From an optimization exercise on the open Yosys and OpenROAD flow, aimed at small area, a short achievable clock period and few clock cycles per item; shortcuts taken in it are not production practice.
Function was checked by simulation only, so behaviour that the tests miss may differ from the original.
Power figures rest on the tool's default switching activity, not on a simulated workload.

<file path="flow/flow/run.sh">
#!/bin/bash
# The standard layout (standard synthesis, constraint.sdc and clock period unchanged), with
# the port buffers that global placement inserts made of the smallest plain buffer, and timing
# repair aiming at the setup margin in margin.txt.
set -euo pipefail
bash standard.sh "BUFFER_PORTS_ARGS=-buffer_cell $(cat flow/port_buffer.txt)" \
  "SETUP_SLACK_MARGIN=$(cat flow/margin.txt)" finish > standard_flow.log 2>&1
</file>
<file path="flow/flow/margin.txt">
5.8
</file>
<file path="flow/flow/port_buffer.txt">
sky130_fd_sc_hd__buf_1
</file>
<file path="flow/standard.sh">
#!/bin/bash
# synth_recipe.tcl (not shown) runs the flow's synth.tcl, then flattens the netlist and writes it again
# the make line also repeats each setting of config.mk as NAME=value (left out here)
make -C /OpenROAD-flow-scripts/flow DESIGN_CONFIG=/design/flow/config.mk WORK_HOME=/design/flow/orfs CLKGATE_MAP_FILE= SYNTH_SCRIPT=/design/flow/synth_recipe.tcl "${@:-finish}"
</file>
<file path="flow/config.mk">
export PLATFORM = sky130hd
export DESIGN_NAME = point_in_polygon_crossing_unit
export DESIGN_NICKNAME = point_in_polygon_crossing_unit
export VERILOG_FILES = /design/flow/design.v
export SDC_FILE = /design/flow/constraint.sdc
export NUM_CORES = 4
export LEC_CHECK = 0
export CAP_MARGIN = 20
export CORE_MARGIN = 2
export CORE_UTILIZATION = 40
export CTS_BUF_LIST = sky130_fd_sc_hd__clkbuf_8
export SLEW_MARGIN = 20
</file>
<file path="flow/constraint.sdc">
create_clock -name core_clock -period 10.0 [get_ports {clk_i}]
set_input_delay 2.0000 -clock core_clock [delete_from_list [all_inputs] [get_ports {clk_i}]]
set_output_delay 2.0000 -clock core_clock [all_outputs]
set_load 0.01 [all_outputs]
</file>
<file path="flow/design.v">
package pipcu_pkg;
  localparam int unsigned COORD_BITS_DEFAULT = 32;
  localparam int unsigned QUEUE_DEPTH = 3;
  typedef struct packed {
    logic full;
    logic empty;
  } fifo_stat_t;
endpackage
module pipcu_front #(
  parameter int unsigned CoordBits = 32
) (
  input  logic signed [CoordBits-1:0] point_x_i,
  input  logic signed [CoordBits-1:0] point_y_i,
  input  logic signed [CoordBits-1:0] start_x_i,
  input  logic signed [CoordBits-1:0] start_y_i,
  input  logic signed [CoordBits-1:0] end_x_i,
  input  logic signed [CoordBits-1:0] end_y_i,
  output logic signed [CoordBits:0]   dif_a_o,   
  output logic signed [CoordBits:0]   dif_b_o,   
  output logic signed [CoordBits:0]   dif_cn_o,  
  output logic signed [CoordBits:0]   dif_dn_o,  
  output logic                        px_lt_ex_o,
  output logic                        px_eq_ex_o,
  output logic                        ey_lt_py_o,
  output logic                        ey_eq_py_o,
  output logic                        a_zero_o,   
  output logic                        b_zero_o    
);
  assign dif_a_o = {point_x_i[CoordBits-1], point_x_i} - {start_x_i[CoordBits-1], start_x_i};
  assign dif_b_o = {point_y_i[CoordBits-1], point_y_i} - {start_y_i[CoordBits-1], start_y_i};
  assign dif_cn_o = {start_x_i[CoordBits-1], start_x_i} + ~{end_x_i[CoordBits-1], end_x_i};
  assign dif_dn_o = {start_y_i[CoordBits-1], start_y_i} + ~{end_y_i[CoordBits-1], end_y_i};
  logic [CoordBits:0] px_m_ex, py_m_ey_m1;
  assign px_m_ex    = {point_x_i[CoordBits-1], point_x_i} - {end_x_i[CoordBits-1], end_x_i};
  assign py_m_ey_m1 = {point_y_i[CoordBits-1], point_y_i} + ~{end_y_i[CoordBits-1], end_y_i};
  assign px_lt_ex_o = px_m_ex[CoordBits];
  assign px_eq_ex_o = (point_x_i == end_x_i);
  assign ey_lt_py_o = !py_m_ey_m1[CoordBits];
  assign ey_eq_py_o = (end_y_i == point_y_i);
  assign a_zero_o   = (point_x_i == start_x_i);
  assign b_zero_o   = (point_y_i == start_y_i);
endmodule
module pipcu_fifo #(
  parameter int unsigned Depth = 3
) (
  input  logic                  clk_i,
  input  logic                  rst_ni,
  input  logic                  push_i,
  input  logic                  data_i,
  input  logic                  pop_i,
  output logic                  data_o,
  output logic [$clog2(Depth+1)-1:0] count_o,
  output pipcu_pkg::fifo_stat_t stat_o
);
  localparam int unsigned PtrW = (Depth > 1) ? $clog2(Depth) : 1;
  localparam int unsigned CntW = $clog2(Depth + 1);
  logic [Depth-1:0] mem_q;
  logic [PtrW-1:0]  wr_ptr_q;
  logic [PtrW-1:0]  rd_ptr_q;
  logic [CntW-1:0]  count_q;
  logic             pop_fire;
  assign stat_o.full  = (count_q == CntW'(Depth));
  assign stat_o.empty = (count_q == '0);
  assign count_o      = count_q;
  assign pop_fire     = pop_i && !stat_o.empty;
  assign data_o       = mem_q[rd_ptr_q];
  always_ff @(posedge clk_i or negedge rst_ni) begin
    if (!rst_ni) begin
      wr_ptr_q <= '0;
      rd_ptr_q <= '0;
      count_q  <= '0;
    end else begin
      if (push_i) begin
        wr_ptr_q <= (wr_ptr_q == PtrW'(Depth - 1)) ? '0 : wr_ptr_q + 1'b1;
      end
      if (pop_fire) begin
        rd_ptr_q <= (rd_ptr_q == PtrW'(Depth - 1)) ? '0 : rd_ptr_q + 1'b1;
      end
      if (push_i && !pop_fire) begin
        count_q <= count_q + 1'b1;
      end else if (pop_fire && !push_i) begin
        count_q <= count_q - 1'b1;
      end
    end
  end
  always_ff @(posedge clk_i) begin
    if (push_i) begin
      mem_q[wr_ptr_q] <= data_i;
    end
  end
endmodule
module pipcu_back #(
  parameter int unsigned CoordBits = 32
) (
  input  logic                        clk_i,
  input  logic                        rst_ni,
  input  logic                        edge_valid_i,
  input  logic                        edge_last_i,
  input  logic signed [CoordBits:0]   dif_a_i,
  input  logic signed [CoordBits:0]   dif_b_i,
  input  logic signed [CoordBits:0]   dif_cn_i,   
  input  logic signed [CoordBits:0]   dif_dn_i,   
  input  logic                        px_lt_ex_i,
  input  logic                        px_eq_ex_i,
  input  logic                        ey_lt_py_i,
  input  logic                        ey_eq_py_i,
  input  logic                        a_zero_i,
  input  logic                        b_zero_i,
  output logic                        busy_o,    
  output logic                        res_push_o,
  output logic                        res_bit_o
);
  localparam int unsigned W  = CoordBits + 1;    
  localparam int unsigned TW = W + 1;            
  logic                 valid_q;
  logic                 last_q;
  logic                 first_q;
  logic [6:0]           cnt_q;
  logic signed [W-1:0]  r1_q, r2_q;
  logic signed [W-1:0]  cn_q, dn_q;    
  logic                 px_lt_ex_q, px_eq_ex_q, ey_lt_py_q, ey_eq_py_q;
  logic                 q1_q, q2_q, t1z_q, t2z_q;    
  logic                 parity_q;
  logic signed [TW-1:0] t1, t2;
  logic                 aneg, bneg, cneg, dneg;
  logic                 t1z, t2z, az, bz;
  logic                 q1, q2;
  logic                 straddle;
  logic                 a_ge_c;
  logic                 decided;
  logic                 tog;
  logic                 load;
  logic                 retire;
  assign aneg = r1_q[W-1];
  assign bneg = r2_q[W-1];
  assign cneg = !cn_q[W-1];
  assign dneg = !dn_q[W-1];
  logic                 az_q, bz_q;
  assign az   = az_q;
  assign bz   = bz_q;
  assign t1  = {r1_q, 1'b0} + TW'(cn_q) + 1'b1;
  assign t2  = {r2_q, 1'b0} + TW'(dn_q) + 1'b1;
  assign t1z = &({r1_q, 1'b0} ^ TW'(cn_q));
  assign t2z = &({r2_q, 1'b0} ^ TW'(dn_q));
  assign q1 = cneg ? (t1[TW-1] | t1z) : !t1[TW-1];
  assign q2 = dneg ? (t2[TW-1] | t2z) : !t2[TW-1];
  assign straddle = (bneg | bz) == ey_lt_py_q;
  assign a_ge_c   = cneg ? (px_lt_ex_q | px_eq_ex_q) : !px_lt_ex_q;
  always_comb begin
    decided = 1'b1;
    tog     = 1'b0;
    if (first_q) begin
      if (!straddle) begin
        tog = 1'b0;
      end else if (aneg != cneg) begin
        tog = !cneg;                           
      end else if (a_ge_c) begin
        tog = !(ey_eq_py_q && px_eq_ex_q) && cneg;   
      end else if (az) begin
        tog = !bz;                             
      end else if (ey_eq_py_q) begin
        tog = !cneg;                           
      end else if (bz) begin
        tog = cneg;                            
      end else begin
        decided = 1'b0;                        
      end
    end else if (q1_q != q2_q) begin
      tog = q1_q ^ !cneg;
    end else if (q1_q && t1z_q && t2z_q) begin
      tog = 1'b0;                              
    end else if (q1_q && t1z_q) begin
      tog = !cneg;                             
    end else if (q1_q && t2z_q) begin
      tog = cneg;                              
    end else if (cnt_q[6]) begin
      tog = 1'b0;                              
    end else begin
      decided = 1'b0;
    end
  end
  assign retire = valid_q && decided;
  assign load   = !valid_q || decided;
  assign busy_o = valid_q && !decided;
  always_ff @(posedge clk_i or negedge rst_ni) begin
    if (!rst_ni) begin
      valid_q  <= 1'b0;
      parity_q <= 1'b0;
    end else begin
      if (load) begin
        valid_q <= edge_valid_i;
      end
      if (retire) begin
        parity_q <= last_q ? 1'b0 : (parity_q ^ tog);
      end
    end
  end
  always_ff @(posedge clk_i) begin
    q1_q  <= q1;
    q2_q  <= q2;
    t1z_q <= t1z;
    t2z_q <= t2z;
    if (load) begin
      last_q     <= edge_last_i;
      first_q    <= 1'b1;
      cnt_q      <= '0;
      r1_q       <= dif_a_i;
      r2_q       <= dif_b_i;
      cn_q       <= dif_cn_i;
      dn_q       <= dif_dn_i;
      px_lt_ex_q <= px_lt_ex_i;
      px_eq_ex_q <= px_eq_ex_i;
      ey_lt_py_q <= ey_lt_py_i;
      ey_eq_py_q <= ey_eq_py_i;
      az_q       <= a_zero_i;
      bz_q       <= b_zero_i;
    end else begin
      first_q    <= 1'b0;
      cnt_q      <= cnt_q + 1'b1;
      r1_q       <= q1 ? W'(t1) : {r1_q[W-2:0], 1'b0};
      r2_q       <= q2 ? W'(t2) : {r2_q[W-2:0], 1'b0};
    end
  end
  assign res_push_o = retire && last_q;
  assign res_bit_o  = parity_q ^ tog;
endmodule
module point_in_polygon_crossing_unit #(
  parameter int unsigned CoordBits = pipcu_pkg::COORD_BITS_DEFAULT
) (
  input  logic                        clk_i,
  input  logic                        rst_ni,
  input  logic                        push,
  output logic                        full,
  input  logic signed [CoordBits-1:0] point_x_i,
  input  logic signed [CoordBits-1:0] point_y_i,
  input  logic signed [CoordBits-1:0] start_x_i,
  input  logic signed [CoordBits-1:0] start_y_i,
  input  logic signed [CoordBits-1:0] end_x_i,
  input  logic signed [CoordBits-1:0] end_y_i,
  input  logic                        last_edge_i,
  output logic                        empty,
  input  logic                        pop,
  output logic                        inside_res_o
);
  localparam int unsigned ResDepth = pipcu_pkg::QUEUE_DEPTH;
  localparam int unsigned CntW     = $clog2(ResDepth + 1);
  logic signed [CoordBits:0] dif_a, dif_b, dif_cn, dif_dn;
  logic                      px_lt_ex, px_eq_ex, ey_lt_py, ey_eq_py;
  logic                      a_zero, b_zero;
  logic                      busy;
  logic                      res_room;
  logic                      res_push;
  logic                      res_bit;
  logic [CntW-1:0]           res_count;
  pipcu_pkg::fifo_stat_t     res_stat;
  pipcu_front #(
    .CoordBits (CoordBits)
  ) u_front (
    .point_x_i (point_x_i),
    .point_y_i (point_y_i),
    .start_x_i (start_x_i),
    .start_y_i (start_y_i),
    .end_x_i   (end_x_i),
    .end_y_i   (end_y_i),
    .dif_a_o   (dif_a),
    .dif_b_o   (dif_b),
    .dif_cn_o  (dif_cn),
    .dif_dn_o  (dif_dn),
    .px_lt_ex_o (px_lt_ex),
    .px_eq_ex_o (px_eq_ex),
    .ey_lt_py_o (ey_lt_py),
    .ey_eq_py_o (ey_eq_py),
    .a_zero_o   (a_zero),
    .b_zero_o   (b_zero)
  );
  assign res_room = (res_count <= CntW'(ResDepth - 2));
  assign full     = busy || !res_room;
  pipcu_back #(
    .CoordBits (CoordBits)
  ) u_back (
    .clk_i        (clk_i),
    .rst_ni       (rst_ni),
    .edge_valid_i (push && !full),
    .edge_last_i  (last_edge_i),
    .dif_a_i      (dif_a),
    .dif_b_i      (dif_b),
    .dif_cn_i     (dif_cn),
    .dif_dn_i     (dif_dn),
    .px_lt_ex_i   (px_lt_ex),
    .px_eq_ex_i   (px_eq_ex),
    .ey_lt_py_i   (ey_lt_py),
    .ey_eq_py_i   (ey_eq_py),
    .a_zero_i     (a_zero),
    .b_zero_i     (b_zero),
    .busy_o       (busy),
    .res_push_o   (res_push),
    .res_bit_o    (res_bit)
  );
  pipcu_fifo #(
    .Depth (ResDepth)
  ) u_res_queue (
    .clk_i   (clk_i),
    .rst_ni  (rst_ni),
    .push_i  (res_push),
    .data_i  (res_bit),
    .pop_i   (pop),
    .data_o  (inside_res_o),
    .count_o (res_count),
    .stat_o  (res_stat)
  );
  assign empty = res_stat.empty;
endmodule
</file>
==> results of run 1 <==
## kinds of logic (layout without fill, tap and decap cells)
| group | Yosys count | count (layout) | share of synthesized area, % |
|---|---|---|---|
| adders and majority gates | 269 | 269 | 19.6 |
| DFF | 162 | 162 | 23.2 |
| xor gates and xnor gates | 167 | 167 | 8.39 |
| AOI/OAI and AO/OA | 696 | 696 | 25.1 |
| buffers and inverters | 244 | 474 | 5.55 |
| muxes | 40 | 40 | 2.36 |
| and+or+nand+nor | 554 | 554 | 15.8 |
| other | 0 | 1 | 0 |
## stage by stage
step	total power [µW]	instances	cell area, µm²	hold WS (ns)	utilization [%]
finish	4710	2948	20300	0.454	47.2
global placement	3980	2875	19100	0.427	44.4
CTS	4660	2930	19900	0.455	46.2
floorplan	3400	2132	17800	0.413	-
global route	5130	2947	20300	0.468	47.2
detailed placement	4030	2875	19100	0.440	44.4
## sequential cells by signal, summed over array words and instances (netlist names), 2 cells and up
signal / cells
u_back.cn_q: 33
u_back.dn_q: 33
u_back.r1_q: 33
u_back.r2_q: 33
u_back.cnt_q: 7
u_res_queue.mem_q: 3
u_res_queue.count_q: 2
u_res_queue.rd_ptr_q: 2
u_res_queue.wr_ptr_q: 2
## cell type report
| class | count | share of cell area, % |
|---|---|---|
| tap | 585 | 3.60 |
| clock inverter | 15 | 0.960 |
| inverter | 198 | 3.96 |
| timing repair buffer | 243 | 5.63 |
| antenna | 1 | 0.0123 |
| multi-input combinational | 1726 | 64.7 |
| sequential | 162 | 19.9 |
| timing repair inverter | 1 | 0.0554 |
| clock buffer | 17 | 1.15 |
## what timing repair did
item / in CTS / in global routing
pin swaps: 27 / 55
endpoints found under the hold margin: 0 / 0
hold buffers: 0 / 0
buffers inserted: 23 / 16
gates cloned: 0 / 1
endpoints found under the setup margin: 25 / 35
gates resized for setup: 38 / 70
## cell usage after synthesis (5+ instances only)
master,count,area share (%)
xnor2_1,94,4.7
nor2b_1,40,1.4
nand2_1,133,2.9
a211oi_1,26,1.1
clkbuf_1,26,0.56
and4_1,7,0.35
o21ai_1,7,0.20
o211ai_1,19,0.82
mux2i_1,34,2.0
nand2b_1,42,1.5
a221o_1,7,0.40
dfxtp_1,78,9.0
nand4_1,35,1.3
inv_1,198,4.3
nor3_1,36,1.0
mux2_2,5,0.32
o21a_1,27,1.2
and2_1,9,0.32
or4_1,5,0.22
o21ai_0,138,4.0
nand3_1,38,1.1
xor2_1,73,3.7
fa_1,6,0.69
a21o_1,91,3.9
nor4_1,9,0.32
or3_1,20,0.72
ha_1,263,19
edfxtp_1,76,13
nor2_1,141,3.0
a22oi_1,6,0.26
o21bai_1,22,0.95
a21boi_0,7,0.30
o31ai_1,11,0.47
a21oi_1,241,6.9
dfrtp_1,8,1.1
and3_1,19,0.68
a211o_1,11,0.55
a31o_2,9,0.45
a31oi_1,20,0.72
or2_2,7,0.25
buf_2,14,0.40
## worst min-delay path by stage
stage,to,slack (ns),cells past startpoint
final,u_back.cnt_q[0],0.45,1
after global routing,u_back.cnt_q[0],0.47,1
after CTS,u_back.cnt_q[0],0.45,1
after detailed placement,u_back.cnt_q[0],0.44,1
after global placement,u_back.cnt_q[0],0.43,1
after floorplan,u_back.cnt_q[0],0.41,1
## placed cells by master (no fill, tap or decap), types with 76 or more instances in the layout
| cell type | n |
|---|---|
| a21oi_1 | 221 |
| o21ai_0 | 127 |
| buf_1 | 183 |
| nand2_1 | 131 |
| ha_1 | 239 |
| edfxtp_1 | 76 |
| nor2_1 | 140 |
| xnor2_1 | 94 |
| inv_1 | 187 |
| a21o_1 | 91 |
| dfxtp_1 | 78 |
## layer usage
metal / share of wire [%] / vias to the layer above
met1: 48 / 7787
met4: 1.6 / 2
met2: 47 / 294
met3: 3.7 / 51
li1: - / 8203
met5: 0.026 / -
## critical path: cells and delay by family
family,cells,cell delay [ns]
compound gates,9,1.82
fa+ha+maj,2,0.51
buf+inv,2,0.12
xor+xnor,1,0.07
## power by group
group	switching, µW	leakage [µW]	internal, µW
logic	1780	0.00727	1290
clock network	272	0.000208	269
registers	134	0.00156	959
==> summary.txt, run 1 <==
- Outcome: complete, no violations
- Worst setup path endpoint: u_back.dn_q[30]
- Clock sink total: 162
- Busiest layer in global routing: met2
- Max VDD drop: ~0.14 mV
- Worst-margin pin slew: 0.871 ns
- Reg2reg setup slack: 6.17 ns
- Max-Cap Viols: 0
- Count of final hold-check violations: 0
- Worst R2R End: u_back.r1_q[32]
- ANT nets after route: 0
- Critical path required time: 10.26 ns
- Gr usage total: 21.5%
- Crit Path Category: input port to register
- Std-Cell Rows: 76
- Grt met2 use: 35.5%
- Routed via count: 16300
- Yosys reg bits: 162
- RSZ-0062 raised after global routing: yes
- CTS clk-pin slew, worst paths: 0.09 ns
- Total gr overflow: 0
- Root buffer cell: clkbuf_8
- Slew headroom: approximately two fifths
- Ys flop type: dfxtp_1
- H-tree depth: 4
- Buffer depth of the longest clock path: 2
- WL per Instance: ~17 µm
- Final net count: 2815
- Synth Instances: 2132
- GR Util met3: 3.16%
- Fmax: 0.233 GHz
- Setup Skew: 0.0164 ns
- Vias in the first global route: 15600
- Drt initial violations: 941
- Final Max Slew Viols: 0
- Element type at the critical path end: register
- Largest net degree at the start of global routing: 73
- Share of cells above drive strength 1: 9.44%
- Worst path slowest cell: a221o_1
- CTS Buf Count: 17
- Met1 usage: a little under 30%
- Die W: about 210 µm
- Initial antenna violation count: 2
- Worst-case reg-to-reg path depth: 13
- Post-synth EDFFs: 76
- Most used cell, CP: a21oi_2
- Final Cycle Share: 42.9%
- Pwr Density: 232 nW/µm²
- IO buf count: 199
- FF-to-FF Start: u_back.cn_q[1]
- Hold path startpoint: u_back.cnt_q[0]
- Syn Area/Cell: roughly 8.2 µm²
- Global placer's final weighted congestion: 0.915
- Remaining DRCs: 0
- HPWL Detailed: 38900 µm
- Initial core utilization: 40.5%
- Crit path from: end_y_i[0]
- Max FO, Critical Path: 2
- Final setup viols: 0
- Fillers: 4294
- Post-synth ARST share: 4.94%
- Multi-input logic area: 13200 µm²
- Syn Nets: 2598
- Min Clock Period, post-route: around 4.3 ns
- Final WS setup: 5.71 ns
- Critical path's largest stage delay: 0.42 ns
- Worst slack, placed: 4.78 ns
- Seq/Total Area, Yosys: 23.2%
- Synth-to-layout area growth: 16.6%
- Post-DR vias/cell: 5.54
- Sequential Area: 4040 µm²
- Cell area after synthesis: 17400 µm²
- Core area: 43100 µm²
- Die Ht: 213 µm
- Hold Crit Class: register to register
- First-pass GRT wire length: 77500 µm
- Final Routed Wirelength: 49300 µm
- Die area: 45200 µm²
- Pre-antenna DRT Iters: 5
- CP Data Arrival Time: approximately 4.6 ns
- Count of cell types in the netlist: 80
- Worst-Skew Late Latency: just over 0.5 ns
- CP cell instances: buf_8, inv_12, ha_4, fa_2, a211o_1, o211ai_1, a21oi_2, a221o_1, a31oi_4, o21ai_2, a31o_2, a21o_1, a21oi_2, xnor2_1
- Lkg Pwr: roughly 0.0090 µW
- Yosys warns: 2
- CTS tree: yes
- Critical path startpoint category: input port
- Final setup TNS: 0 ns
- Num ports: 200
Testbench counts, summed over its fixed seeds: cycles 23,339, items 16,856.
==> run 2: changes to the inputs <==
==> flow/flow/margin.txt (replaced) <==
5.2
==> run 2 against run 1 <==
  * Still clean
  * Critical path depth stayed put
  * Maximum frequency is 8.5% lower
  * Die area stayed put
  * Sequential power hardly changed
  * Clock power is 7.6% lower
  * Global-route usage is 0.57 points lower
  * Register-to-register slack worse by 0.32 ns
  * Synthesized cell count stayed put
  * Final cell count is 1.3% lower
  * Power is 3.8% lower
==> summary.txt, run 2 <==
- Outcome: complete, no violations
- Max VDD drop: 0.101 mV
- First-pass GRT wire length: 76400 µm
- Clock sink total: 162
- Ys flop type: dfxtp_1
- Combinational Power Share: between 60 and 70%
- Largest net degree at the start of global routing: a little under 90
- Final Max Slew Viols: 0
- H-tree depth: 4
- Gr usage total: 20.9%
- Cell area after synthesis: 17400 µm²
- Yosys reg bits: 162
- Area after DPL: 18700 µm²
- Remaining DRCs: 0
- Clock Power Share: 11.1%
- CTS clk-pin slew, worst paths: 0.09 ns
- Die W: 213 µm
- Std-Cell Rows: 76
- Hold buffer count at CTS: 0
- Syn Area/Cell: 8.17 µm²
- ANT nets after route: 0
- Final Routed Wirelength: 47200 µm
- Net switching power: 2120 µW
- Buffer depth of the longest clock path: 2
- Pwr Density: 236 nW/µm²
- Count leader, synth: ha_1
- Final Cycle Share: 46.9%
- Synth top cells by count: ha_1 (263), a21oi_1 (241), inv_1 (198)
- Routed via count: 16000
- Sw Ratio: 46.8%
- Core area: 43100 µm²
- Final setup viols: 0
- Fmax: roughly 0.21 GHz
- Internal power component: 2410 µW
- CTS tree: yes
- WL per Instance: roughly 16 µm
- Root buffer cell: clkbuf_8
- Post-DR vias/cell: 5.50
- Most frequent cells in the layout: ha_1 (263), a21oi_1 (239), inv_1 (199), buf_1 (198), nor2_1 (141)
- Critical path startpoint category: input port
- Worst-Skew Late Latency: 0.50 ns
- HPWL Detailed: 38000 µm
- Dominant cell type by area after synthesis: ha_1
- Final WS setup: about 5.3 ns
- Die Ht: 213 µm
- Count of cell types in the netlist: 80
- Synth Instances: 2132
- CP Data Arrival Time: 4.92 ns
- Drt initial violations: 928
- Hold Crit Class: register to register
- Final setup TNS: 0 ns
- RSZ-0062 raised after global routing: yes
- Commonest non-fill, non-tap cell in the layout: ha_1
- Final net count: 2779
- IO buf count: ~200
- Syn Nets: ~2600
- Num ports: 200
- Post-synth EDFFs: 76
- Total gr overflow: 0
- Lkg Pwr: 0.00875 µW
- Count of final hold-check violations: 0
- Max FO, Critical Path: 6
- Worst slack, placed: 4.56 ns
- Initial antenna violation count: 2
- Post-synth top area share: 18.9%
- Share of cells above drive strength 1: approximately 3.6%
- Yosys warns: 2
- Global placer's final weighted congestion: between 0.8 and 0.9
- N_diodes: 0
- Die area: roughly 45000 µm²
- Post-synth ARST share: under 10%
- Pre-antenna DRT Iters: 5
- Min Clock Period, post-route: 4.69 ns
- CTS Buf Count: 17
- Worst-margin pin slew: 0.843 ns
- Initial core utilization: between 40 and 50%
- Crit Path Category: input port to register
- Seq/Total Area, Yosys: 23.2%
- Critical path required time: around 10 ns
- Max-Cap Viols: 0
- Element type at the critical path end: register
- Vias in the first global route: 15500
- Non-Filler Cell Area, Final: 19200 µm²
- Slew headroom: 43.8%
- Setup Skew: 0.0139 ns
- Sequential share of power: around a quarter
- Synth-to-layout area growth: 10.3%
- Synth top area cells: ha_1 (19%), edfxtp_1 (13%), dfxtp_1 (9.0%), a21oi_1 (6.9%), xnor2_1 (4.7%)
## run 2: cell counts after synthesis
Identical to the previous run, type by type.
## run 2: cell families after synthesis
| family | share of synthesized area [%] |
|---|---|
| compound gates | 25.1 |
| xor+xnor | 8.39 |
| fa+ha+maj | 19.6 |
| buf+inv | 5.55 |
| flops | 23.2 |
| mux | 2.36 |
| simple gates | 15.8 |
## run 2: through the flow
step | total power (µW) | hold slack [ns] | utilization [%] | cells
detailed placement | 3990 | 0.438 | 43.5 | 2874
global placement | 3950 | 0.425 | 43.5 | 2874
global route | 4950 | 0.477 | 44.6 | 2910
floorplan | 3380 | 0.413 | - | 2132
CTS | 4530 | 0.462 | 44.4 | 2907
finish | 4530 | 0.453 | 44.6 | 2910
## run 2: layout make-up
cell class / instances / area [µm²]
Timing Repair Buffer: 208 / 816
Multi-Input combinational cell: 1726 / 12500
Sequential cell: 162 / 4040
Inverter: 198 / 751
Tap cell: 585 / 732
Clock inverter: 14 / 149
Fill cell: 4352 / 23900
Clock buffer: 17 / 234
## run 2: metal layers
layer / track usage, % / share of wire (%)
met2: 34.8 / 47
met5: 0 / 0.028
met3: 3.12 / 4.2
met4: 4.27 / 1.2
met1: 28.7 / 48
## run 2: power by group through the flow
stage	logic [µW]	clock network (µW)	registers [µW]
finish	2930	501	1090
detailed placement	2880	0	1110
global route	3290	539	1120
CTS	2920	519	1100
floorplan	2330	0	1060
global placement	2840	0	1110
## run 2: worst paths after layout
| kind | start | to | slack [ns] | cells after the start |
|---|---|---|---|---|
| worst max-delay path | end_x_i[0] | u_back.cn_q[30] | 5.31 | 14 |
| worst min-delay path | u_back.cnt_q[0] | u_back.cnt_q[0] | 0.45 | 1 |
| worst max register to register | u_back.cn_q[1] | u_back.r1_q[32] | 5.85 | 12 |
| worst min register to register | u_back.cnt_q[0] | u_back.cnt_q[0] | 0.45 | 1 |
| max in group asynchronous | rst_ni | u_back.valid_q | 8.27 | 1 |
| min in group asynchronous | rst_ni | u_res_queue.rd_ptr_q[0] | 1.41 | 1 |
## run 2: timing repair
action / in CTS / in global routing
gates resized for setup: 2 / 16
pin swaps: 0 / 4
setup endpoints to repair: 4 / 10
buffers inserted: 2 / 3
## run 2: worst max-delay path, stage by stage
cell and delay, ns:
buf_1 0.10, inv_1 0.05, ha_1 0.20, fa_1 0.41, a21o_1 0.19, a21oi_1 0.25
o21ai_0 0.18, a31oi_2 0.38, o21ai_2 0.21, a211oi_1 0.30, nor2_1 0.13, a21oi_2 0.21
o21ai_0 0.13, xor2_1 0.17
==> run 3: changes to the inputs <==
==> flow/flow/margin.txt (replaced) <==
5.6
--- a/flow/config.mk
+++ b/flow/config.mk
@@ -9,4 +9,5 @@
 export CORE_MARGIN = 2
 export CORE_UTILIZATION = 40
 export CTS_BUF_LIST = sky130_fd_sc_hd__clkbuf_8
+export PLACE_DENSITY = 0.75
 export SLEW_MARGIN = 20
==> run 3 against run 2 <==
  * Area after synthesis is the same
  * Final cell count rose by 0.62%
  * Synthesized cell count stayed put
  * Critical path type unchanged
  * Setup slack improved by 0.26 ns
  * Routed wire length rose by 1.2%
  * Core utilization up 1.0 points
  * Still clean
  * Largest power group unchanged
==> summary.txt, run 3 <==
- Slew headroom: 51.6%
- Final Routed Wirelength: 47800 µm
- Largest net degree at the start of global routing: 97
- Vias in the first global route: 15600
- Buf/Inv on CP: 1
- Syn Area/Cell: 8.17 µm²
- Min Clock Period, post-route: 4.42 ns
- Outcome: complete, no violations
- Max FO, Critical Path: 3
- Remaining DRCs: 0
- Core area: 43100 µm²
- Root buffer cell: clkbuf_8
- Ys flop type: dfxtp_1
- IO buf count: 199
- Final Max Slew Viols: 0
- Pre-antenna DRT Iters: 9
- CTS tree: yes
- Yosys warns: 2
- Setup Skew: 0.0231 ns
- First-pass GRT wire length: 75300 µm
- Final Cycle Share: between 40% and 50%
- Final setup TNS: 0 ns
- Share of cells above drive strength 1: under 10%
- WL per Instance: 16.3 µm
- Worst path slowest cell: a221o_1
- Std-Cell Rows: 76
- Final net count: 2796
- CTS clk-pin slew, worst paths: 0.09 ns
- Synth Instances: 2132
- Die W: around 210 µm
- H-tree depth: 4
- CP Data Arrival Time: 4.64 ns
- Drt initial violations: about 1000
- Yosys reg bits: 162
- Worst slack, placed: 4.76 ns
- Critical path's largest stage delay: between 0.4 and 0.5 ns
- Initial core utilization: between 40% and 50%
- Global placer's final weighted congestion: about 0.92
- Synth top cells by count: ha_1 (263), a21oi_1 (241), inv_1 (198)
- CP cell instances: clkbuf_2, ha_4, fa_2, a211o_1, o211ai_1, a21oi_2, a221o_1, a31oi_4, o21ai_4, a31o_4, a21o_1, a21oi_2, xnor2_1
- Core Util, Final: 45.6%
- ANT nets after route: 0
- Commonest non-fill, non-tap cell in the layout: ha_1
- Max-Cap Viols: 0
- Pwr Density: approximately 230 nW/µm²
- Num ports: 200
- Multi-input logic area: between 10000 and 15000 µm²
- Clock sink total: about 160
- Post-DR vias/cell: 5.56
- Buffer depth of the longest clock path: 2
- Element type at the critical path end: register
- Synth top area cells: ha_1 (19%), edfxtp_1 (13%), dfxtp_1 (9.0%), a21oi_1 (6.9%), xnor2_1 (4.7%)
- Fillers: 4201
- Syn Nets: between 2000 and 3000
- Synth-to-layout area growth: 12.8%
- Cell area after synthesis: 17400 µm²
- Total gr overflow: 0
- Die Ht: 213 µm
- Max VDD drop: ~0.13 mV
- RSZ-0062 raised after global routing: yes
- N_diodes: 0
- Dominant cell type by area after synthesis: ha_1
- Final setup viols: 0
- Critical path startpoint category: input port
- Worst path top cell family by delay: compound AO/OA/AOI/OAI gates
- Post-synth top area share: roughly a fifth
- Initial antenna violation count: 0
- Most frequent cells in the layout: ha_1 (258), a21oi_1 (229), inv_1 (196), buf_1 (195), nor2_1 (141)
- Seq/Total Area, Yosys: 23.2%
- Count leader, synth: ha_1
- Hold buffer count at CTS: 0
- Lkg Pwr: 0.00886 µW
- CTS Buf Count: 17
- Fmax: 0.226 GHz
- Post-synth ARST share: 4.94%
- Routed via count: ~16000
- Worst-Skew Late Latency: 0.46 ns
- Final WS setup: 5.58 ns
- Crit Path Category: input port to register
- Sequential Area: 4040 µm²
- Count of cell types in the netlist: 80
- Hold Crit Class: register to register
- Worst-margin pin slew: 0.717 ns
- Gr usage total: 20.4%
- HPWL Detailed: 37700 µm
- Post-synth EDFFs: 76
- Critical path required time: 10.22 ns
- Most used cell, CP: a21oi_2
- Die area: 45200 µm²
- Count of final hold-check violations: 0
run 3: cell counts after synthesis:
Identical to the previous run, type by type.
run 3: layout make-up:
type                            count  share of cell area [%]
Inverter                          198                    3.98
Sequential cell                   162                    20.6
Tap cell                          585                    3.72
Clock inverter                     15                   0.687
Multi-Input combinational cell   1726                    65.0
Clock buffer                       17                    1.19
Timing Repair Buffer              223                    4.77
Timing Repair inverter              2                   0.115
run 3: report_power, final:
part           leakage (µW)  internal (µW)  switching, µW  total [µW]
sequential          0.00156            959            138        1100
combinational       0.00712           1240           1770        3010
clock              0.000187            200            276         476
run 3: stage by stage:
step	hold slack (ns)	power (µW)	instances	area, µm²
floorplan	0.413	3390	2132	17600
global placement	0.424	3930	2874	18800
detailed placement	0.438	4000	2874	18800
CTS	0.459	4510	2915	19400
global route	0.483	4980	2928	19700
finish	0.454	4580	2928	19700
run 3: cells by family (layout without fill, tap and decap cells):
family,after synthesis,count (layout),synth area share [%]
flops,162,162,23.2
compound gates,696,696,25.1
simple gates,554,554,15.8
mux,40,40,2.36
buf+inv,244,455,5.55
fa+ha+maj,269,269,19.6
xor+xnor,167,167,8.39
run 3: worst reg2reg max path, cell delays in order (launching register included):
cell	delay, ns
edfxtp_1	0.51
buf_4	0.20
buf_4	0.14
ha_1	0.36
nand4_1	0.22
nor4_4	0.09
a221o_1	0.35
a311oi_1	0.43
mux2i_4	0.30
buf_4	0.46
inv_1	0.47
nor2_1	0.19
a211oi_1	0.06
o21bai_1	0.18
run 3: worst paths after layout:
kind / start / endpoint / slack [ns] / cells after the start
hold / removal: u_back.cnt_q[0] / u_back.cnt_q[0] / 0.45 / 1
min in group asynchronous: rst_ni / u_res_queue.count_q[0] / 1.46 / 1
setup reg to reg: u_back.cn_q[32] / u_back.r1_q[32] / 5.90 / 13
hold reg to reg: u_back.cnt_q[0] / u_back.cnt_q[0] / 0.45 / 1
setup / recovery: start_y_i[0] / u_back.dn_q[30] / 5.58 / 13
max in group asynchronous: rst_ni / u_res_queue.wr_ptr_q[0] / 8.22 / 1
run 3: timing repair:
item / in CTS / in global routing
buffers inserted: 9 / 11
gates resized for setup: 17 / 42
endpoints found under the setup margin: 17 / 24
cloned: 0 / 2
pin swaps: 8 / 26
run 3: routing by layer:
metal	part of all wire [%]	GRT usage, %	vias to the layer above
li1	-	-	8157
met1	46	27.9	7694
met2	48	34.7	390
met3	4.4	2.28	40
met4	1.2	4.32	0
met5	0	0	-
==> run 4: changes to the inputs <==
--- a/flow/config.mk
+++ b/flow/config.mk
@@ -9,5 +9,5 @@
 export CORE_MARGIN = 2
 export CORE_UTILIZATION = 40
 export CTS_BUF_LIST = sky130_fd_sc_hd__clkbuf_8
-export PLACE_DENSITY = 0.75
+export CTS_CLUSTER_SIZE = 40
 export SLEW_MARGIN = 20
==> run 4 against run 3 <==
  * Clock-buffer cell count grew 2
  * Core utilization grew 0.055 points
  * Die area is the same
  * Sequential power is essentially flat
  * Final area grew 0.12%
  * Sequential share of layout area is essentially flat
  * Non-clock buffer count grew 7
  * Still clean
  * Global-route usage grew 0.35 points
  * Critical path depth grew 1
  * Final cell count grew 0.17%
==> summary.txt, run 4 <==
- Pwr Density: 233 nW/µm²
- IO buf count: between 150 and 200
- Most frequent cells in the layout: ha_1 (259), a21oi_1 (233), inv_1 (197), buf_1 (194), nor2_1 (141)
- CTS Buf Count: 17
- Pre-antenna DRT Iters: 5
- Worst-margin pin slew: 0.809 ns
- Final setup TNS: 0 ns
- H-tree depth: 4
- Min Clock Period, post-route: between 4 and 5 ns
- Worst slack, placed: 4.80 ns
- Fmax: 0.228 GHz
- First-pass GRT wire length: 75500 µm
- Ys flop type: dfxtp_1
- Gr usage total: 20.8%
- Worst-case reg-to-reg path depth: 13
- Clock sink total: between 150 and 200
- Final Cycle Share: around 44%
- RSZ-0062 raised after global routing: yes
- ANT nets after route: 0
- Initial core utilization: 40.5%
- Dominant cell type by area after synthesis: ha_1
- CTS tree: yes
- Root buffer cell: clkbuf_8
- Syn Nets: 2598
- Hold depth: 1
- CP cell instances: buf_8, inv_12, ha_4, fa_2, a211o_1, o211ai_1, a21oi_2, a221o_1, a31oi_4, o21ai_4, a31o_4, a21o_1, a21oi_2, xnor2_1
- Critical path's largest stage delay: ~0.43 ns
- Post-synth EDFFs: 76
- Area after DPL: roughly 19000 µm²
- Hold buffer count at CTS: 0
- Largest net degree at the start of global routing: 71
- Hold Crit Class: register to register
- HPWL Detailed: roughly 38000 µm
- Buffer depth of the longest clock path: 2
- Post-synth top area share: 18.9%
- Crit Path Category: input port to register
- Die area: roughly 45000 µm²
- Initial antenna violation count: 2
- Syn Area/Cell: 8.17 µm²
- Final net count: 2801
- Lkg Pwr: 0.00891 µW
- Most used cell, CP: a21oi_2
- Synth top cells by count: ha_1 (263), a21oi_1 (241), inv_1 (198)
- Std-Cell Rows: 76
- Final Max Slew Viols: 0
- Placed Instances: 2875
- CTS clk-pin slew, worst paths: about 0.090 ns
- Total gr overflow: 0
- Final setup viols: 0
- Core area: between 40000 and 50000 µm²
- Worst hold slack: 0.446 ns
- Count of final hold-check violations: 0
- Routed via count: 16100
- Critical path required time: around 10 ns
- Cell count along the critical path: 14
- Non-filler cells in the finished layout: 2933
- Final Routed Wirelength: 47300 µm
- Max FO, Critical Path: 3
- Die W: 213 µm
- Setup Skew: 0.0141 ns
- Final WS setup: about 5.6 ns
- Critical path startpoint category: input port
- Remaining DRCs: 0
- Synth-to-layout area growth: 12.9%
- Max-Cap Viols: 0
- CP Data Arrival Time: 4.64 ns
- Commonest non-fill, non-tap cell in the layout: ha_1
- N_diodes: 0
- Count leader, synth: ha_1
- Max VDD drop: 0.135 mV
- Synth Instances: 2132
- Seq/Total Area, Yosys: 23.2%
- Count of cell types in the netlist: 80
- Slew headroom: 45.4%
- Buf/Inv on CP: 2
- Post-synth ARST share: 4.94%
- Num ports: 200
- Post-DR vias/cell: 5.49
- Yosys warns: 2
- Vias in the first global route: 15300
- Synth top area cells: ha_1 (19%), edfxtp_1 (13%), dfxtp_1 (9.0%), a21oi_1 (6.9%), xnor2_1 (4.7%)
- Share of cells above drive strength 1: 5.88%
- Element type at the critical path end: register
- Cell area after synthesis: 17400 µm²
- WL per Instance: 16.1 µm
- Worst-Skew Late Latency: 0.50 ns
- Outcome: complete, no violations
- Global placer's final weighted congestion: 0.888
- Worst path slowest cell: a221o_1
- Die Ht: about 210 µm
- Yosys reg bits: 162
- Worst path top cell family by delay: compound AO/OA/AOI/OAI gates
- Drt initial violations: 926
- Non-Filler Cell Area, Final: 19700 µm²
==> run 4: cell families (layout without fill, tap and decap cells) <==
group | count (synthesis) | after routing | share of synthesized area (%)
muxes | 40 | 40 | 2.36
adders and majority gates | 269 | 269 | 19.6
and+or+nand+nor | 554 | 554 | 15.8
buffers and inverters | 244 | 460 | 5.55
xor gates and xnor gates | 167 | 167 | 8.39
DFF | 162 | 162 | 23.2
AOI/OAI and AO/OA | 696 | 696 | 25.1
==> run 4: path summary, 6_finish.rpt <==
| kind | startpoint | to | slack [ns] |
|---|---|---|---|
| max | end_y_i[0] | u_back.dn_q[30] | 5.61 |
| min | u_back.cnt_q[0] | u_back.cnt_q[0] | 0.45 |
| max reg2reg | u_back.cn_q[1] | u_back.r1_q[32] | 6.07 |
| min reg2reg | u_back.cnt_q[0] | u_back.cnt_q[0] | 0.45 |
| max in group asynchronous | rst_ni | u_res_queue.wr_ptr_q[1] | 8.25 |
| min in group asynchronous | rst_ni | u_res_queue.wr_ptr_q[0] | 1.42 |
==> run 4: where the power goes <==
part | leakage [µW] | total (µW) | switching [µW] | internal, µW
Combinational | 0.00713 | 2980 | 1730 | 1240
Clock | 0.000224 | 516 | 260 | 256
Sequential | 0.00156 | 1100 | 137 | 960
Total | 0.00891 | 4590 | 2130 | 2460
==> run 4: area by class of cell <==
cell class	instances	area, µm²
Timing Repair Buffer	230	1010
Inverter	198	767
Sequential cell	162	4040
Tap cell	585	732
Clock buffer	19	262
Fill cell	4332	23400
Multi-Input combinational cell	1726	12700
Clock inverter	13	143
==> run 4: timing repair <==
item	in CTS	in global routing
pin swaps	11	26
endpoints found under the setup margin	16	26
resized for setup	17	37
setup buffers	9	17
==> run 4: layer usage <==
layer,track usage [%],share of wire [%]
met1,28.4,48
met2,34.7,47
met3,3.28,3.8
met4,4.10,1.2
met5,0,0
==> run 4: per-stage QoR <==
step           total power (µW)  utilization (%)
2_1_floorplan              3390                -
3_3_place_gp               3960             43.8
3_5_place_dp               3990             43.8
4_1_cts                    4560             45.1
5_1_grt                    5020             45.7
6_report                   4590             45.7
==> run 5: changes to the inputs <==
--- a/flow/config.mk
+++ b/flow/config.mk
@@ -9,5 +9,4 @@
 export CORE_MARGIN = 2
 export CORE_UTILIZATION = 40
 export CTS_BUF_LIST = sky130_fd_sc_hd__clkbuf_8
-export CTS_CLUSTER_SIZE = 40
 export SLEW_MARGIN = 20
==> run 5 against run 4 <==
  * Still clean
  * Highest routed layer unchanged
  * Clock-buffer cell count did not move
  * Clock power barely moved
  * Area after synthesis did not move
  * Synthesized cell count did not move
  * First-iteration DRC count did not move
  * Setup slack did not move
==> summary.txt, run 5 <==
- N_diodes: 0
- Drt initial violations: 926
- Cell area after synthesis: ~17000 µm²
- Synth Area in Compound Gates: about a quarter
- Post-synthesis mux area share: 2.36%
- CP cell instances: buf_8, inv_12, ha_4, fa_2, a211o_1, o211ai_1, a21oi_2, a221o_1, a31oi_4, o21ai_4, a31o_4, a21o_1, a21oi_2, xnor2_1
- Critical path's largest stage delay: 0.43 ns
- Element type at the critical path end: register
- Adder-Cell Fraction of Synth Area: 19.6%
- Post-synthesis xor/xnor area fraction: 8.39%
- Root buffer cell: clkbuf_8
- Largest net degree at the start of global routing: 71
- Synth top cells by count: ha_1 (263), a21oi_1 (241), inv_1 (198)
- WL met2: 22300 µm
- Setup Skew: 0.0141 ns
- CTS clk-pin slew, worst paths: approximately 0.09 ns
- Critical path required time: 10.25 ns
- Internal power component: ~2500 µW
- Post-DR vias/cell: 5.49
- Clock Power Share: between 10 and 15%
- Synth top area cells: ha_1 (19%), edfxtp_1 (13%), dfxtp_1 (9.0%), a21oi_1 (6.9%), xnor2_1 (4.7%)
- Die W: 213 µm
- Buffer depth of the longest clock path: 2
- Final Max Slew Viols: 0
- Count leader, synth: ha_1
- Pre-antenna DRT Iters: 5
- Non-filler cells in the finished layout: 2933
- Critical path startpoint category: input port
- CP Data Arrival Time: around 4.6 ns
- Seq/Total Area, Yosys: 23.2%
- Max VDD drop: 0.135 mV
- Synth Instances: 2132
- Worst-margin pin slew: 0.809 ns
- Die area: 45200 µm²
- Placed Instances: ~2900
- Total gr overflow: 0
- Final setup viols: 0
- Core area: 43100 µm²
- Largest family of logic cells by synthesized area: compound AO/OA/AOI/OAI gates
- Remaining DRCs: 0
- Max FO, Critical Path: 3
- Hold path startpoint: u_back.cnt_q[0]
- Met3 WL: 1800 µm
- Count of cell types in the netlist: 80
- Final Cycle Share: 43.9%
- Yosys reg bits: 162
- Multi-input logic area: 12700 µm²
- Sequential Area: 4040 µm²
- Final setup TNS: 0 ns
- Max-Cap Viols: 0
- Sw Ratio: 46.4%
- Core Util, Final: 45.7%
- Fmax: 0.228 GHz
- Crit Path Category: input port to register
- Pwr Total: approximately 4600 µW
- Post-synth EDFFs: 76
- First-pass GRT wire length: roughly 75000 µm
- Dominant cell type by area after synthesis: ha_1
- Outcome: complete, no violations
- Most frequent cells in the layout: ha_1 (259), a21oi_1 (233), inv_1 (197), buf_1 (194), nor2_1 (141)
- HPWL Detailed: 38100 µm
- Fillers: approximately 4300
- WL per Instance: around 16 µm
- Crit path from: end_y_i[0]
- Routed via count: 16100
- Hold Crit Class: register to register
- Final Routed Wirelength: 47300 µm
- CTS tree: yes
- Initial antenna violation count: 2
- Std-Cell Rows: 76
- RSZ-0062 raised after global routing: yes
- Ys flop type: dfxtp_1
- Pwr Density: approximately 230 nW/µm²
- Post-synth ARST share: around 5%
- Global placer's final weighted congestion: 0.888
- Top sig layer: met4
- Syn Area/Cell: 8.17 µm²
- Met1 Wirelength: about 23000 µm
- Min Clock Period, post-route: 4.39 ns
- Lkg Pwr: around 0.0089 µW
- H-tree depth: 4
- Syn Nets: 2598
- Final net count: 2801
- Die Ht: 213 µm
- Simple-gate share of the synthesized area: 15.8%
- Sequential share of power: 23.9%
- Worst-Skew Late Latency: 0.50 ns
- Share of cells above drive strength 1: 5.88%
- Most used cell, CP: a21oi_2
- Vias in the first global route: 15300
- Synth-to-layout area growth: 12.9%
- Worst path slowest cell: a221o_1
- Slew headroom: 45.4%
- Net switching power: 2130 µW
- Gr usage total: 20.8%
- ANT nets after route: 0
- Initial core utilization: 40.5%
- Post-synth top area share: approximately a fifth
- Clock sink total: 162
- Num ports: 200
- Combinational Power Share: 64.9%
- Commonest non-fill, non-tap cell in the layout: ha_1
- Yosys warns: 2
- IO buf count: 199
- CTS Buf Count: 17
- Hold buffer count at CTS: 0
- FF-to-FF Start: u_back.cn_q[1]
- Count of final hold-check violations: 0
-- run 5: cell counts after synthesis --
No cell type changed its count.
-- run 5: repair_timing --
action                                  4_1_cts  5_1_grt
resized for setup                            17       37
endpoints found under the setup margin       16       26
pin swaps                                    11       26
gates cloned                                  0        0
endpoints found under the hold margin         0        0
buffers inserted                              9       17
-- run 5: cell families after synthesis --
kind of cell               after synthesis
AOI/OAI and AO/OA                      696
xor gates and xnor gates               167
buffers and inverters                  244
muxes                                   40
adders and majority gates              269
DFF                                    162
and+or+nand+nor                        554
-- run 5: worst max-delay path, delay by kind of cell --
family          cells  cell delay, ns
buf+inv             2            0.12
compound gates      9            1.95
xor+xnor            1            0.07
fa+ha+maj           2            0.50
-- run 5: layout make-up --
class                      instances  area share [%]
tap                              585            3.72
clock buffer                      19            1.33
sequential                       162            20.5
clock inverter                    13           0.725
inverter                         198            3.90
timing repair buffer             230            5.11
multi-input combinational       1726            64.7
-- run 5: final timing paths --
path | to | slack, ns | cells after the start
worst max-delay path | u_back.dn_q[30] | 5.61 | 14
worst min-delay path | u_back.cnt_q[0] | 0.45 | 1
worst max register to register | u_back.r1_q[32] | 6.07 | 13
worst min register to register | u_back.cnt_q[0] | 0.45 | 1
max in group asynchronous | u_res_queue.wr_ptr_q[1] | 8.25 | 1
min in group asynchronous | u_res_queue.wr_ptr_q[0] | 1.42 | 1
-- run 5: power groups by stage --
stage                     combinational (µW)  sequential (µW)  clock, µW
final                                   2980             1100        516
after global routing                    3340             1120        559
after CTS                               2930             1100        531
after floorplan                         2330             1060          0
after global placement                  2850             1110          0
after detailed placement                2880             1110          0
-- run 5: metal layers --
metal	up-vias	global-route usage [%]
li1	8166	-
met1	7618	28.4
met2	289	34.7
met3	40	3.28
met4	0	4.10
met5	-	0
-- run 5: metrics by stage --
stage                     hold WS (ns)  setup slack, ns  area, µm²
after global routing             0.472             5.57      19700
after CTS                        0.451             5.60      19400
after floorplan                  0.413             5.42      17600
final                            0.446             5.61      19700
after global placement           0.424             4.82      18900
after detailed placement         0.433             4.80      18900

afterwards: timing with drivers on the ports:
In the flow no input, the clock included, has a driving cell. The finished layouts below were timed again as built, in two steps. Step 1 assumes that a clkbuf_16 drives the clock port and a buf_2 every other input. Step 2 moves the port delays by t, midway between the first and last clock arrival at a register: inputs arrive t later, outputs are due t later. That takes back most of the time a late clock gives input paths. a / b / c = no drivers / after step 1 / after step 2; a / b = the first two.
run | t, ns | slack for setup (ns) | worst register clock-pin slew, ns
run 1 | 0.556 | 5.714 / 5.714 / 5.158 | 0.10 / 0.10
run 2 | 0.540 | 5.314 / 5.338 / 4.798 | 0.09 / 0.09
run 3 | 0.499 | 5.579 / 5.588 / 5.089 | 0.11 / 0.11
run 4 | 0.536 | 5.612 / 5.607 / 5.072 | 0.10 / 0.10
run 5 | 0.536 | 5.612 / 5.607 / 5.072 | 0.10 / 0.10
After both steps setup and hold are still met in every run listed. The setup slack of run 1, which loses most, moves by 0.000 ns with the drivers and by -0.556 ns with both steps.
